Context: an optimization exercise on an open-source flow, tuned for small area. The choices shown serve that exercise and are no tape-out recipe. Only simulation tests tie the RTL to the original design; equivalence was not proved. The clock port is modelled as an ideal driver; clocking choices that lean on that would not hold on a real chip. Power is estimated from default activity; no workload was simulated.

Setup of build 28:
==> flow/design.v <==
module neuron_status_sequencer #(
  parameter int DATA_WIDTH        = 64,
  parameter int TREF_WIDTH        = 5,
  parameter int NEURON_ADDR_WIDTH = 4
) (
  input  logic                         Clock,
  input  logic                         Reset,
  input  logic                         Start,
  input  logic                         InitWrEn,
  input  logic [NEURON_ADDR_WIDTH-1:0] InitAddr,
  input  logic signed [DATA_WIDTH-1:0] InitVmem,
  output logic                         UpdateEnable,
  output logic [NEURON_ADDR_WIDTH-1:0] NeuronAddr,
  output logic signed [DATA_WIDTH-1:0] Vmem,
  output logic signed [DATA_WIDTH-1:0] gex,
  output logic signed [DATA_WIDTH-1:0] gin,
  output logic [TREF_WIDTH+2:0]        RefVal,
  input  logic signed [DATA_WIDTH-1:0] VmemIn,
  input  logic signed [DATA_WIDTH-1:0] gexIn,
  input  logic signed [DATA_WIDTH-1:0] ginIn,
  input  logic [TREF_WIDTH+2:0]        RefValIn,
  input  logic                         SpikeIn,
  output logic                         SpikeValid,
  output logic [NEURON_ADDR_WIDTH-1:0] SpikeAddr,
  output logic                         Busy,
  output logic                         Done
);
  localparam int NUM_NEURONS = 1 << NEURON_ADDR_WIDTH;
  localparam int REF_WIDTH   = TREF_WIDTH + 3;
  localparam int G_WIDTH     = 2 * DATA_WIDTH + REF_WIDTH;
  logic capture;
  assign UpdateEnable = Busy & ~capture & ~Done;
  always_ff @(posedge Clock) begin
    if (Reset) begin
      Busy       <= 1'b0;
      capture    <= 1'b0;
      Done       <= 1'b0;
      NeuronAddr <= '0;
    end else if (!Busy) begin
      Busy <= Start;
    end else if (Done) begin
      Busy <= 1'b0;
      Done <= 1'b0;
    end else if (!capture) begin
      capture <= 1'b1;
    end else begin
      capture    <= 1'b0;
      NeuronAddr <= NeuronAddr + 1'b1;
      Done       <= &NeuronAddr;
    end
  end
  logic [NUM_NEURONS-1:0] addr_oh;
  always_ff @(posedge Clock) begin
    if (Reset)
      addr_oh <= NUM_NEURONS'(1);
    else if (Busy && capture)
      addr_oh <= {addr_oh[NUM_NEURONS-2:0], addr_oh[NUM_NEURONS-1]};
  end
  logic init_write;
  assign init_write = ~Busy & InitWrEn;
  logic [NUM_NEURONS-1:0] g_v;
  always_ff @(posedge Clock) begin
    for (int i = 0; i < NUM_NEURONS; i++) begin
      if (Reset)
        g_v[i] <= 1'b0;
      else if (init_write && InitAddr == i)
        g_v[i] <= 1'b0;
      else if (capture && addr_oh[i])
        g_v[i] <= 1'b1;
    end
  end
  logic [DATA_WIDTH-1:0] vmem_q [NUM_NEURONS];
  logic [DATA_WIDTH-1:0] vmem_wd;
  assign vmem_wd = (VmemIn & {DATA_WIDTH{capture & ~Reset}}) |
                   (InitVmem & {DATA_WIDTH{~Busy & ~Reset}});
  always_ff @(posedge Clock) begin
    for (int i = 0; i < NUM_NEURONS; i++) begin
      if (Reset || (init_write && InitAddr == i) || (capture && addr_oh[i]))
        vmem_q[i] <= vmem_wd;
    end
  end
  always_comb begin
    Vmem = '0;
    for (int i = 0; i < NUM_NEURONS; i++)
      Vmem = Vmem | (vmem_q[i] & {DATA_WIDTH{addr_oh[i]}});
  end
  logic [G_WIDTH-1:0] g_q [NUM_NEURONS];
  always_ff @(posedge Clock) begin
    if (capture) begin
      for (int i = 0; i < NUM_NEURONS - 1; i++)
        g_q[i] <= g_q[i+1];
      g_q[NUM_NEURONS-1] <= {gexIn, ginIn, RefValIn};
    end
  end
  logic g_ok;
  assign g_ok = |(g_v & addr_oh);
  assign {gex, gin, RefVal} = g_q[0] & {G_WIDTH{g_ok}};
  logic [NEURON_ADDR_WIDTH-1:0] spike_addr_q;
  assign SpikeValid = capture & SpikeIn;
  assign SpikeAddr  = SpikeValid ? NeuronAddr : spike_addr_q;
  always_ff @(posedge Clock) begin
    if (Reset)
      spike_addr_q <= '0;
    else if (SpikeValid)
      spike_addr_q <= NeuronAddr;
  end
endmodule
Settings: LEC_CHECK=0, CAP_MARGIN=20, CORE_MARGIN=2, CORE_UTILIZATION=65, PLACE_DENSITY=0.72, SLEW_MARGIN=20; clock period 6.0 ns.
standard.sh (not shown) runs the stock make flow with config.mk's settings and CLKGATE_MAP_FILE= SYNTH_SCRIPT=/design/flow/synth_recipe.tcl, a recipe that flattens the netlist after the stock synthesis.
==> flow/flow/run.sh <==
#!/bin/bash
# Standard ORFS layout (the standard.sh, standard synthesis included) with these changes:
# - ports are buffered with the smallest buffer, sky130_fd_sc_hd__buf_1;
# - CTS inserts no dummy loads and uses its own clustering settings;
# - floorplan only removes synthesis buffers (no gate upsizing before placement);
# - after CTS, post_cts.tcl gives each leaf clock buffer the smallest clkbuf size that keeps
#   the estimated slew at its flip-flop clock pins under 112 ps, then legalizes placement.
# Each tool's output is logged under orfs/logs; make's output goes to flow_make.log.
set -euo pipefail
here=$(cd "$(dirname "$0")" && pwd)
export BUFFER_PORTS_ARGS="-buffer_cell sky130_fd_sc_hd__buf_1"
export CTS_ARGS="-sink_clustering_enable -repair_clock_nets -dont_use_dummy_load -sink_clustering_size 16 -sink_clustering_max_diameter 80 -buf_list sky130_fd_sc_hd__clkbuf_8"
export LEAFSIZE_TCL="$here/leafsize.tcl"
export POST_CTS_TCL="$here/post_cts.tcl"
# Skip the floorplan-stage repair_timing, which sizes gates up against wire-load-model
# delays of still unbuffered high-fanout nets; just remove synthesis buffers there.
export REMOVE_ABC_BUFFERS=1
bash standard.sh finish > flow_make.log 2>&1
==> flow/flow/post_cts.tcl <==
# Sourced by ORFS's cts.tcl after CTS (POST_CTS_TCL).
source $::env(LEAFSIZE_TCL)
leaf_downsize 0.112
detailed_placement
check_placement -verbose
estimate_parasitics -placement
Other scripts of this flow, unchanged in this note and not shown: flow/flow/leafsize.tcl
Input changes introduced in build 12 (baseline for comparison: build 28):
diff --git a/flow/flow/run.sh b/flow/flow/run.sh
--- a/flow/flow/run.sh
+++ b/flow/flow/run.sh
@@ -5 +4,0 @@
-# - floorplan only removes synthesis buffers (no gate upsizing before placement);
@@ -7 +6 @@
-#   the estimated slew at its flip-flop clock pins under 112 ps, then legalizes placement.
+#   the estimated slew at its flip-flop clock pins under 105 ps, then legalizes placement.
@@ -15,3 +13,0 @@
-# Skip the floorplan-stage repair_timing, which sizes gates up against wire-load-model
-# delays of still unbuffered high-fanout nets; just remove synthesis buffers there.
-export REMOVE_ABC_BUFFERS=1
diff --git a/flow/flow/post_cts.tcl b/flow/flow/post_cts.tcl
--- a/flow/flow/post_cts.tcl
+++ b/flow/flow/post_cts.tcl
@@ -3 +3 @@
-leaf_downsize 0.112
+leaf_downsize 0.105
diff --git a/flow/config.mk b/flow/config.mk
--- a/flow/config.mk
+++ b/flow/config.mk
@@ -10,2 +10,2 @@
-export CORE_UTILIZATION = 65
-export PLACE_DENSITY = 0.72
+export CORE_UTILIZATION = 55
+export PLACE_DENSITY = 0.65
Sequential share of layout area: build 12 vs build 28 down 0.73 points. Finished layout cell area ends up lower on build 28. As of build 12, final-stage net count had fallen slightly compared to build 28. [build 12] total power rose 0.48% relative to build 28. Build 12 vs. build 28: utilization fell by 10 points; routed wire length now larger; worst hold slack moved down; critical path depth now smaller. Going from build 28 to build 12, tap cell count grows by 16%. Going from build 28 to build 12, the non-clock buffer count was found to have gone down by 4.1%. Re total routing resource utilization after global routing: build 28 was higher than build 12.
## Diff of input files: build 16 against build 12
diff --git a/flow/config.mk b/flow/config.mk
--- a/flow/config.mk
+++ b/flow/config.mk
@@ -10,2 +10,2 @@
-export CORE_UTILIZATION = 55
-export PLACE_DENSITY = 0.65
+export CORE_UTILIZATION = 65
+export PLACE_DENSITY = 0.72
- Switching power went down slightly going from build 12 to build 16.
- The capturing element of the worst setup path comes out gin[11] in one run and gex[36] in the other, namely in build 16 and build 12 respectively.
- [compare] base=build 12 new=build 16: final worst-path setup slack lost 0.073 ns; sequential fraction of design power up 0.3 points.
[inputs] build 50 vs build 16
diff --git a/flow/flow/run.sh b/flow/flow/run.sh
--- a/flow/flow/run.sh
+++ b/flow/flow/run.sh
@@ -4,0 +5 @@
+# - floorplan only removes synthesis buffers (no gate upsizing before placement);
@@ -11 +12 @@
-export CTS_ARGS="-sink_clustering_enable -repair_clock_nets -dont_use_dummy_load -sink_clustering_size 16 -sink_clustering_max_diameter 80 -buf_list sky130_fd_sc_hd__clkbuf_8"
+export CTS_ARGS="-sink_clustering_enable -repair_clock_nets -dont_use_dummy_load -sink_clustering_size 10 -sink_clustering_max_diameter 60 -buf_list sky130_fd_sc_hd__clkbuf_4"
@@ -13,0 +15,3 @@
+# Skip the floorplan-stage repair_timing, which sizes gates up against wire-load-model
+# delays of still unbuffered high-fanout nets; just remove synthesis buffers there.
+export REMOVE_ABC_BUFFERS=1
Relative to build 16, the number of cells on the worst hold path of build 50 is higher by 1.
Diff build 16 -> build 50: worst hold margin has decreased; area growth from synthesis to layout has increased.
Input changes introduced in build 65 (baseline for comparison: build 50):
diff --git a/flow/flow/run.sh b/flow/flow/run.sh
--- a/flow/flow/run.sh
+++ b/flow/flow/run.sh
@@ -5 +4,0 @@
-# - floorplan only removes synthesis buffers (no gate upsizing before placement);
@@ -12 +11 @@
-export CTS_ARGS="-sink_clustering_enable -repair_clock_nets -dont_use_dummy_load -sink_clustering_size 10 -sink_clustering_max_diameter 60 -buf_list sky130_fd_sc_hd__clkbuf_4"
+export CTS_ARGS="-sink_clustering_enable -repair_clock_nets -dont_use_dummy_load -sink_clustering_size 16 -sink_clustering_max_diameter 80 -buf_list sky130_fd_sc_hd__clkbuf_8"
@@ -15,3 +13,0 @@
-# Skip the floorplan-stage repair_timing, which sizes gates up against wire-load-model
-# delays of still unbuffered high-fanout nets; just remove synthesis buffers there.
-export REMOVE_ABC_BUFFERS=1
diff --git a/flow/config.mk b/flow/config.mk
--- a/flow/config.mk
+++ b/flow/config.mk
@@ -8 +8 @@
-export CAP_MARGIN = 20
+export CAP_MARGIN = 5
@@ -10,3 +10,3 @@
-export CORE_UTILIZATION = 65
-export PLACE_DENSITY = 0.72
-export SLEW_MARGIN = 20
+export CORE_UTILIZATION = 55
+export PLACE_DENSITY = 0.65
+export SLEW_MARGIN = 5
Results
Going from build 50 to build 65, clock-buffer cell count moved down, antenna diode instance count moved down. Build 50 -> build 65: violation count after the first detailed-routing iteration decreased by more than 10%. Summary of the comparison: layout buffer count excluding clock buffers is lower in build 65, relative to build 50. The global placer's final weighted congestion reported for build 65 is smaller than that of build 50 by 2.3%. Build 65 against build 50: wire length went down; sum of met2 wire segment lengths after detailed routing now larger. Build 65 against build 50: final worst-path setup slack picked up an extra 0.60 ns; proportion of power drawn by the clock network flat; final cell count without fillers rose 47; sum of internal, switching and leakage power ~0 delta.

[afterwards: timing with drivers on the ports]
How much do the figures lean on ideal ports? The routed layouts below were timed once more, with nothing changed but the port constraints. Step 1, drivers: a clkbuf_16 drives Clock and a buf_2 each remaining input, both assumed. Step 2 also shifts input and output timing later by t, the mid clock arrival at the registers, as if the neighbouring blocks saw the same clock. Three values: no drivers, after step 1, after step 2; two values: the first two.
run	t, ns	setup slack, ns	worst setup path after step 2
build 28	0.988	1.045 / 0.967 / 1.954	register to output
build 12	1.004	1.214 / 1.137 / 1.995	input to register
build 16	1.004	1.141 / 1.060 / 2.064	register to output
build 50	1.401	0.610 / 0.528 / 1.930	register to output
build 65	1.004	1.214 / 1.137 / 1.995	input to register
After both steps every run listed still meets setup and hold.
